Source: an optimization exercise on an open RTL-to-GDS flow (aim: small area, a short achievable clock period and few clock cycles per item). Production flows keep margins and buffers that such runs may drop.
Function was checked by simulation only, so behaviour that the tests miss may differ from the original.

==> inputs of try-willow <==
Design bpf_alu_seq, start of the top module:
module bpf_alu_seq #(
    parameter int WIDTH = 32
) (
    input  logic             clk,
    input  logic             rst,
    input  logic             in_valid,
    output logic             in_ready,
    input  logic [WIDTH-1:0] i1,
    input  logic [WIDTH-1:0] i2,
    input  logic [3:0]       op,
    output logic             out_valid,
    input  logic             out_ready,
    output logic [WIDTH-1:0] o,
    output logic             dz
);
clock: 10.0 ns
lec_check: 0
cap_margin: 20
core_margin: 2
core_utilization: 30
cts_buf_list: sky130_fd_sc_hd__clkbuf_8
setup_slack_margin: 5
slew_margin: 20
tns_end_percent: 10
run.sh (not shown) runs the stock make flow with config.mk's settings and CLKGATE_MAP_FILE= SYNTH_SCRIPT=/design/flow/synth_recipe.tcl, a recipe that flattens the netlist after the stock synthesis.
==> try-quartz: changes against try-willow <==
CORE_UTILIZATION = 50   (was 30)
CTS_BUF_LIST = default   (was sky130_fd_sc_hd__clkbuf_8)
TNS_END_PERCENT = default   (was 10)
==> impl_metrics.env <==
export IMPL_status="complete, no violations"
export IMPL_synthToLayoutAreaGrowth_pct=23.3
export IMPL_reg2reg_from="rb[10]"
export IMPL_worstPathBufferInverterCount=6
export IMPL_dp_hpwl_um=74600
export IMPL_finish_utilization_pct=62.7
export IMPL_met2_length_um=42700
export IMPL_cp_num_cells=22
export IMPL_grt_first_pass_wirelength_um=149000
export IMPL_grt_pass1_vias=22000
export IMPL_grt_max_degree=73
export IMPL_startpoint="rb[10]"
export IMPL_layout_common_cells="nor2_1 (248), a21oi_1 (228), nand2_1 (225)"
[end of results for try-quartz]
==> impl_metrics.env <==
export IMPL_grt_pass1_vias=21400
export IMPL_layout_common_cells="nor2_1 (258), a21oi_1 (231), nand2_1 (231)"
export IMPL_status="complete, no violations"
export IMPL_synth_mux_area_share_pct=6.30
export IMPL_synthToLayoutAreaGrowth_pct=21.1
export IMPL_grt_max_degree=89
export IMPL_startpoint="rb[13]"
export IMPL_cp_num_cells=21
export IMPL_drt_antenna_violating_nets=0
export IMPL_grt_first_pass_wirelength_um=147000
export IMPL_worstPathBufferInverterCount=4
export IMPL_dp_hpwl_um=76200
export IMPL_reg2reg_from="rb[13]"
[end of results for try-willow]
Testbench counts of try-willow, summed over its fixed seeds: cycles 18,344, items 12,000.
Testbench counts of try-quartz, summed over its fixed seeds: cycles 18,344, items 12,000.

* * *

==> v3 <==
Another version of the RTL of bpf_alu_seq (not shown whole).
==> module bpf_alu_seq, before the edit <==
module bpf_alu_seq #(
    parameter int WIDTH = 32
) (
    input  logic             clk,
    input  logic             rst,
    input  logic             in_valid,
    output logic             in_ready,
    input  logic [WIDTH-1:0] i1,
    input  logic [WIDTH-1:0] i2,
    input  logic [3:0]       op,
    output logic             out_valid,
    input  logic             out_ready,
    output logic [WIDTH-1:0] o,
    output logic             dz
);
    function automatic logic [5:0] clz32(input logic [31:0] x);
        logic [5:0] n;
        n = 6'd32;
        for (int k = 0; k < 32; k++)
            if (x[k]) n = 31 - k;
        clz32 = n;
    endfunction
    function automatic logic [31:0] rev32(input logic [31:0] x);
        logic [31:0] r;
        for (int k = 0; k < 32; k++) r[k] = x[31-k];
        rev32 = r;
    endfunction
    logic d_mov, d_add, d_sub, d_mul, d_div, d_and, d_or, d_not, d_xor;
    logic d_lsh, d_rsh, d_mod, d_neg, d_rsv;
    assign d_mov = (op == 4'd0);
    assign d_add = (op == 4'd1);
    assign d_sub = (op == 4'd2);
    assign d_mul = (op == 4'd3);
    assign d_div = (op == 4'd4);
    assign d_and = (op == 4'd5);
    assign d_or  = (op == 4'd6);
    assign d_not = (op == 4'd7);
    assign d_xor = (op == 4'd8);
    assign d_lsh = (op == 4'd9);
    assign d_rsh = (op == 4'd10);
    assign d_mod = (op == 4'd11);
    assign d_neg = (op == 4'd12);
    assign d_rsv = (op[3:2] == 2'b11) && (op[1:0] != 2'b00);
    logic swp;
    assign swp = d_mul & (((i2[31:16] != 16'd0) & (i1[31:16] == 16'd0)) |
                          ((i2[31:8] != 24'd0) & (i1[31:8] == 24'd0)));
    logic        xv;         
    logic        xd;         
    logic        f_sum, f_sub, f_and, f_or, f_xor, f_shl, f_shr, f_mul, f_dm, f_mod;
    logic        xinit;      
    logic        dzf;        
    logic [31:0] ra, rq;
    logic [32:0] rb;
    logic [5:0]  lza, lzb;
    logic [3:0]  cnt;
    logic        ov;
    logic [31:0] ro;
    logic        rdz;
    logic [32:0] add_s;
    assign add_s = {1'b0, ra} + {1'b0, rb[31:0]} + {32'd0, f_sub};
    logic [5:0]  dshift;
    logic        dtriv;
    logic [4:0]  dsh;
    logic [32:0] sh_out;
    assign dshift = lzb - lza;
    assign dtriv  = dshift[5] | dzf;
    assign dsh    = dshift[0] ? dshift[4:0] : dshift[4:0] + 5'd1;
    assign sh_out = {1'b0, (xinit ? rb[31:0] : ra)} << (xinit ? dsh : rb[4:0]);
    logic [31:0] mul_s;
    assign mul_s = rq + (rb[0] ? ra : 32'd0) + (rb[1] ? {ra[30:0], 1'b0} : 32'd0)
                      + (rb[2] ? {ra[29:0], 2'b0} : 32'd0) + (rb[3] ? {ra[28:0], 3'b0} : 32'd0);
    logic        ge1, ge2;
    logic [31:0] r1, r2;
    logic [32:0] t2;
    logic [31:0] quo_nx;
    assign ge1    = add_s[32] & rb[32];
    assign r1     = ge1 ? add_s[31:0] : ra;
    assign t2     = {1'b0, r1} + {1'b0, rb[32:1]} + 33'd1;
    assign ge2    = t2[32];
    assign r2     = ge2 ? t2[31:0] : r1;
    assign quo_nx = {rq[29:0], ge1, ge2};
    logic [31:0] xres;
    always_comb begin
        xres = 32'd0;
        if (f_sum) xres = xres | add_s[31:0];
        if (f_and) xres = xres | (ra & rb[31:0]);
        if (f_or)  xres = xres | (ra | rb[31:0]);
        if (f_xor) xres = xres | (ra ^ rb[31:0]);
        if (f_shl) xres = xres | sh_out[31:0];
        if (f_shr) xres = xres | rev32(sh_out[31:0]);
        if (f_mul) xres = xres | mul_s;
        if (f_dm)  xres = xres | (xinit ? (f_mod ? ra : 32'd0) : (f_mod ? r2 : quo_nx));
    end
    logic x_done, x_move, accept, ret, o_free;
    assign x_done    = xd | (xinit & dtriv);
    assign ret       = ov & out_ready;
    assign o_free    = ~ov | out_ready;
    assign in_ready  = ~xv | (x_done & o_free);
    assign accept    = in_valid & in_ready;
    assign x_move    = xv & x_done & o_free;
    assign out_valid = ov;
    assign o         = ro;
    assign dz        = rdz;
    always_ff @(posedge clk or posedge rst) begin
        if (rst) begin
            xv <= 1'b0;
            xd <= 1'b0;
            ov <= 1'b0;
        end else begin
            xv <= accept | (xv & ~x_move);
            if (accept)
                xd <= d_mul ? ((swp ? i1[31:4] : i2[31:4]) == 28'd0) : !(d_div | d_mod);
            else if (xv && !xd) begin
                if (f_mul)      xd <= (rb[31:8] == 24'd0);
                else if (xinit) xd <= (dsh[4:1] == 4'd0);
                else            xd <= (cnt == 4'd1);
            end
            ov <= x_move | (ov & ~out_ready);
        end
    end
    always_ff @(posedge clk) begin
        if (accept) begin
            f_sum <= d_add | d_sub | d_neg;
            f_sub <= d_sub | d_neg | d_div | d_mod;
            f_and <= d_and;
            f_or  <= d_or | d_mov | d_rsv;
            f_xor <= d_xor | d_not;
            f_shl <= d_lsh;
            f_shr <= d_rsh;
            f_mul <= d_mul;
            f_dm  <= d_div | d_mod;
            f_mod <= d_mod;
            xinit <= d_div | d_mod;
            dzf   <= (i2 == 32'd0);
            ra    <= (d_neg | d_mov | d_rsv) ? 32'd0 : (d_rsh ? rev32(i1) : (swp ? i2 : i1));
            rb    <= {1'b0, d_neg ? ~i1 : (d_sub ? ~i2 : (swp ? i1 : (d_not ? 32'hFFFF_FFFF : (d_rsv ? 32'd0 : i2))))};
            rq    <= 32'd0;
            lza   <= clz32(i1);
            lzb   <= clz32(i2);
        end else if (xv && !x_done) begin
            if (f_mul) begin
                rq <= mul_s;
                ra <= {ra[27:0], 4'd0};
                rb <= {5'd0, rb[31:4]};
            end else if (xinit) begin
                rb    <= ~sh_out;
                cnt   <= dsh[4:1];
                xinit <= 1'b0;
            end else begin
                ra  <= r2;
                rq  <= quo_nx;
                rb  <= {2'b11, rb[32:2]};
                cnt <= cnt - 4'd1;
            end
        end
        if (x_move) begin
            ro  <= xres;
            rdz <= f_dm & xinit & dzf;
        end
    end
endmodule
make LEC_CHECK=0 CAP_MARGIN=20 CORE_MARGIN=2 CORE_UTILIZATION=30 SETUP_SLACK_MARGIN=4.5 SLEW_MARGIN=20 finish   # period 10.0 ns
==> v36: changes against v3 <==
--- a/flow/design.v
+++ b/flow/design.v
@@ -49,12 +49,15 @@
     logic        f_sum, f_sub, f_and, f_or, f_xor, f_shl, f_shr, f_mul, f_dm, f_mod;
     logic        xinit;      
     logic        dzf;        
-    logic [31:0] ra, rq;
+    logic [31:0] ra;
+    logic        qz;         
     logic [32:0] rb;
     logic [5:0]  lza, lzb;
     logic [3:0]  cnt;
     logic        ov;
     logic [31:0] ro;
+    logic [31:0] rq;
+    assign rq = qz ? 32'd0 : ro;
     logic        rdz;
     logic [32:0] add_s;
     assign add_s = {1'b0, ra} + {1'b0, rb[31:0]} + {32'd0, f_sub};
@@ -89,7 +92,7 @@
         if (f_shl) xres = xres | sh_out[31:0];
         if (f_shr) xres = xres | rev32(sh_out[31:0]);
         if (f_mul) xres = xres | mul_s;
-        if (f_dm)  xres = xres | (xinit ? (f_mod ? ra : 32'd0) : (f_mod ? r2 : quo_nx));
+        if (f_dm)  xres = xres | (xinit ? (f_mod ? ra : 32'd0) : ((f_mod & xd) ? r2 : quo_nx));
     end
     logic x_done, x_move, accept, ret, o_free;
     assign x_done    = xd | (xinit & dtriv);
@@ -110,7 +113,7 @@
             xv <= accept | (xv & ~x_move);
             if (accept)
                 xd <= d_mul ? ((swp ? i1[31:4] : i2[31:4]) == 28'd0) : !(d_div | d_mod);
-            else if (xv && !xd) begin
+            else if (xv && !xd && o_free) begin
                 if (f_mul)      xd <= (rb[31:8] == 24'd0);
                 else if (xinit) xd <= (dsh[4:1] == 4'd0);
                 else            xd <= (cnt == 4'd1);
@@ -134,12 +137,12 @@
             dzf   <= (i2 == 32'd0);
             ra    <= (d_neg | d_mov | d_rsv) ? 32'd0 : (d_rsh ? rev32(i1) : (swp ? i2 : i1));
             rb    <= {1'b0, d_neg ? ~i1 : (d_sub ? ~i2 : (swp ? i1 : (d_not ? 32'hFFFF_FFFF : (d_rsv ? 32'd0 : i2))))};
-            rq    <= 32'd0;
+            qz    <= 1'b1;
             lza   <= clz32(i1);
             lzb   <= clz32(i2);
-        end else if (xv && !x_done) begin
+        end else if (xv && !x_done && o_free) begin
             if (f_mul) begin
-                rq <= mul_s;
+                qz <= 1'b0;
                 ra <= {ra[27:0], 4'd0};
                 rb <= {5'd0, rb[31:4]};
             end else if (xinit) begin
@@ -148,13 +151,13 @@
                 xinit <= 1'b0;
             end else begin
                 ra  <= r2;
-                rq  <= quo_nx;
+                qz  <= 1'b0;
                 rb  <= {2'b11, rb[32:2]};
                 cnt <= cnt - 4'd1;
             end
         end
+        if (x_move || (xv && !x_done && o_free && !xinit)) ro <= xres;
         if (x_move) begin
-            ro  <= xres;
             rdz <= f_dm & xinit & dzf;
         end
     end
- CORE_UTILIZATION: 30 -> 50
==> v25: changes against v3 <==
==> flow/design.v (replaced) <==
module bpf_alu_seq #(
    parameter int WIDTH = 32
) (
    input  logic             clk,
    input  logic             rst,
    input  logic             in_valid,
    output logic             in_ready,
    input  logic [WIDTH-1:0] i1,
    input  logic [WIDTH-1:0] i2,
    input  logic [3:0]       op,
    output logic             out_valid,
    input  logic             out_ready,
    output logic [WIDTH-1:0] o,
    output logic             dz
);
    function automatic logic [5:0] clz32(input logic [31:0] x);
        logic [5:0] n;
        n = 6'd32;
        for (int k = 0; k < 32; k++)
            if (x[k]) n = 31 - k;
        clz32 = n;
    endfunction
    function automatic logic [31:0] rev32(input logic [31:0] x);
        logic [31:0] r;
        for (int k = 0; k < 32; k++) r[k] = x[31-k];
        rev32 = r;
    endfunction
    logic d_mov, d_add, d_sub, d_mul, d_div, d_and, d_or, d_not, d_xor;
    logic d_lsh, d_rsh, d_mod, d_neg, d_rsv;
    assign d_mov = (op == 4'd0);
    assign d_add = (op == 4'd1);
    assign d_sub = (op == 4'd2);
    assign d_mul = (op == 4'd3);
    assign d_div = (op == 4'd4);
    assign d_and = (op == 4'd5);
    assign d_or  = (op == 4'd6);
    assign d_not = (op == 4'd7);
    assign d_xor = (op == 4'd8);
    assign d_lsh = (op == 4'd9);
    assign d_rsh = (op == 4'd10);
    assign d_mod = (op == 4'd11);
    assign d_neg = (op == 4'd12);
    assign d_rsv = (op[3:2] == 2'b11) && (op[1:0] != 2'b00);
    logic        xv;         
    logic        xd;         
    logic        rdy;        
    logic        f_sum, f_sub, f_and, f_or, f_xor, f_shl, f_shr, f_mul, f_dm, f_mod;
    logic        xinit;      
    logic        dzf;        
    logic [31:0] ra, rb, rq;
    logic [5:0]  lza, lzb;
    logic [4:0]  cnt;
    logic        ov, sv;
    logic [31:0] ro, rs;
    logic        rdz, sdz;
    logic [32:0] add_s;
    assign add_s = {1'b0, ra} + {1'b0, rb ^ {32{f_sub}}} + {32'd0, f_sub};
    logic [5:0]  dshift;
    logic        dtriv;
    logic [4:0]  dsh;
    logic [31:0] sh_in, sh_out;
    assign dshift = lzb - lza;
    assign dtriv  = dshift[5] | dzf;
    assign dsh    = dtriv ? 5'd0 : dshift[4:0];
    assign sh_in  = xinit ? rb : ra;
    assign sh_out = sh_in << (xinit ? dsh : rb[4:0]);
    logic [31:0] mul_s;
    assign mul_s = rq + (rb[0] ? ra : 32'd0) + (rb[1] ? {ra[30:0], 1'b0} : 32'd0)
                      + (rb[2] ? {ra[29:0], 2'b0} : 32'd0) + (rb[3] ? {ra[28:0], 3'b0} : 32'd0);
    logic        ge;
    logic [31:0] rem_nx, quo_nx;
    assign ge     = add_s[32] & ~dzf;
    assign rem_nx = ge ? add_s[31:0] : ra;
    assign quo_nx = {rq[30:0], ge};
    logic [31:0] xres;
    always_comb begin
        xres = 32'd0;
        if (f_sum) xres = xres | add_s[31:0];
        if (f_and) xres = xres | (ra & rb);
        if (f_or)  xres = xres | (ra | rb);
        if (f_xor) xres = xres | (ra ^ rb);
        if (f_shl) xres = xres | sh_out;
        if (f_shr) xres = xres | rev32(sh_out);
        if (f_mul) xres = xres | mul_s;
        if (f_dm)  xres = xres | (f_mod ? rem_nx : quo_nx);
    end
    logic ob_full, x_move, accept, ret;
    assign ob_full   = ov & sv;
    assign accept    = in_valid & rdy;
    assign x_move    = xv & xd & ~ob_full;
    assign ret       = ov & out_ready;
    assign in_ready  = rdy;
    assign out_valid = ov;
    assign o         = ro;
    assign dz        = rdz;
    logic xv_n, xd_n, ov_n, sv_n;
    always_comb begin
        xv_n = accept ? 1'b1 : (x_move ? 1'b0 : xv);
        if (accept)
            xd_n = d_mul ? (i2[31:4] == 28'd0) : !(d_div | d_mod);
        else if (!xv || xd)
            xd_n = xd;
        else if (f_mul)
            xd_n = (rb[31:8] == 24'd0);
        else if (xinit)
            xd_n = dtriv | (dshift[4:0] == 5'd0);
        else
            xd_n = (cnt == 5'd1);
        ov_n = ov ? (~ret | sv | x_move) : x_move;
        sv_n = sv ? ~ret : (x_move & ov & ~ret);
    end
    always_ff @(posedge clk or posedge rst) begin
        if (rst) begin
            xv  <= 1'b0;
            xd  <= 1'b0;
            rdy <= 1'b0;
            ov  <= 1'b0;
            sv  <= 1'b0;
        end else begin
            xv  <= xv_n;
            xd  <= xd_n;
            rdy <= ~xv_n | (xd_n & ~(ov_n & sv_n));
            ov  <= ov_n;
            sv  <= sv_n;
        end
    end
    always_ff @(posedge clk) begin
        if (accept) begin
            f_sum <= d_add | d_sub | d_neg;
            f_sub <= d_sub | d_neg | d_div | d_mod;
            f_and <= d_and;
            f_or  <= d_or | d_mov | d_rsv;
            f_xor <= d_xor | d_not;
            f_shl <= d_lsh;
            f_shr <= d_rsh;
            f_mul <= d_mul;
            f_dm  <= d_div | d_mod;
            f_mod <= d_mod;
            xinit <= d_div | d_mod;
            dzf   <= (i2 == 32'd0);
            ra    <= (d_neg | d_mov | d_rsv) ? 32'd0 : (d_rsh ? rev32(i1) : i1);
            rb    <= d_neg ? i1 : (d_not ? 32'hFFFF_FFFF : (d_rsv ? 32'd0 : i2));
            rq    <= 32'd0;
            lza   <= clz32(i1);
            lzb   <= clz32(i2);
        end else if (xv && !xd) begin
            if (f_mul) begin
                rq <= mul_s;
                ra <= {ra[27:0], 4'd0};
                rb <= {4'd0, rb[31:4]};
            end else if (xinit) begin
                rb    <= sh_out;
                cnt   <= dtriv ? 5'd0 : dshift[4:0];
                xinit <= 1'b0;
            end else begin
                ra  <= rem_nx;
                rq  <= quo_nx;
                rb  <= {1'b0, rb[31:1]};
                cnt <= cnt - 5'd1;
            end
        end
        if (ret && sv) begin
            ro  <= rs;
            rdz <= sdz;
        end else if (x_move && (!ov || ret)) begin
            ro  <= xres;
            rdz <= f_dm & dzf;
        end
        if (x_move && ov && !ret) begin
            rs  <= xres;
            sdz <= f_dm & dzf;
        end
    end
endmodule
- SETUP_SLACK_MARGIN: 4.5 -> 5
==> notes.md <==
metric                                                                        v3             v25             v36
Share of synthesized area occupied by flip-flops and latches               20.8%           25.4%           18.6%
Number of DRC markers after the initial detailed-route iteration            3279            3798            3993
Delay contributed by the slowest stage of the critical path              0.50 ns         0.58 ns         0.56 ns
Die Wd                                                                    272 um          274 um          208 um
Total routed wire length on the met1 layer                               44.2 mm         48.8 mm         38.8 mm
Skew-Pair Late Insertion Delay                                           0.50 ns         0.51 ns         0.46 ns
Synth Net Count                                                             3072            2866            2934
Final Cycle Share                                                          56.9%           53.3%           56.4%
Number of multi-input logic gates                                           2303            2093            2205
Post CTS Setup Buffer Count                                                   68              68              83
Synth Area in Adders                                                       16.5%           15.9%           17.1%
Status                                                            finished clean  finished clean  finished clean
Setup ws final                                                           4.31 ns         4.67 ns         4.36 ns
Post-cts gate resize count                                                   110             105             153
Vias per std cell                                                           6.25            6.51            7.21
Testbench counts of v3, summed over its fixed seeds: cycles 18,344, items 12,000.
Testbench counts of v36, summed over its fixed seeds: cycles 18,344, items 12,000.
Testbench counts of v25, summed over its fixed seeds: cycles 23,277, items 12,000.

separate check: timing with driven ports:
The flow's constraints put no driver on any port. The routed layouts listed below were extracted and timed again, unchanged, in two steps.
Step 1, drivers: a clkbuf_16 drives clk and a buf_2 each remaining input, both assumed.
Step 2 moves the port delays by t, midway between the first and last clock arrival at a register: inputs arrive t later, outputs are due t later. That takes back most of the time a late clock gives input paths.
a / b / c = ideal / step 1 / step 2; a / b = the first two.
run | t, ns | setup slack, ns | worst hold slack (ns) | clock arrival spread, ns | worst slew at a driven data input, ns
try-willow | 0.544 | 4.169 / 4.169 / 4.006 | 0.625 / 0.625 / 0.625 | 0.017 / 0.017 | 0.04
try-quartz | 0.505 | 4.198 / 4.198 / 4.198 | 0.596 / 0.596 / 0.596 | 0.008 / 0.008 | 0.05
v3 | 0.559 | 4.308 / 4.308 / 4.090 | 0.489 / 0.489 / 0.489 | 0.020 / 0.020 | 0.04
v36 | 0.508 | 4.355 / 4.355 / 4.313 | 0.609 / 0.609 / 0.609 | 0.012 / 0.012 | 0.04
v25 | 0.572 | 4.668 / 4.668 / 4.576 | 0.512 / 0.512 / 0.512 | 0.021 / 0.021 | 0.06
After both steps every run listed still meets setup and hold. For v3, which loses most, drivers alone change the setup slack by 0.000 ns; drivers and shift together by -0.218 ns.
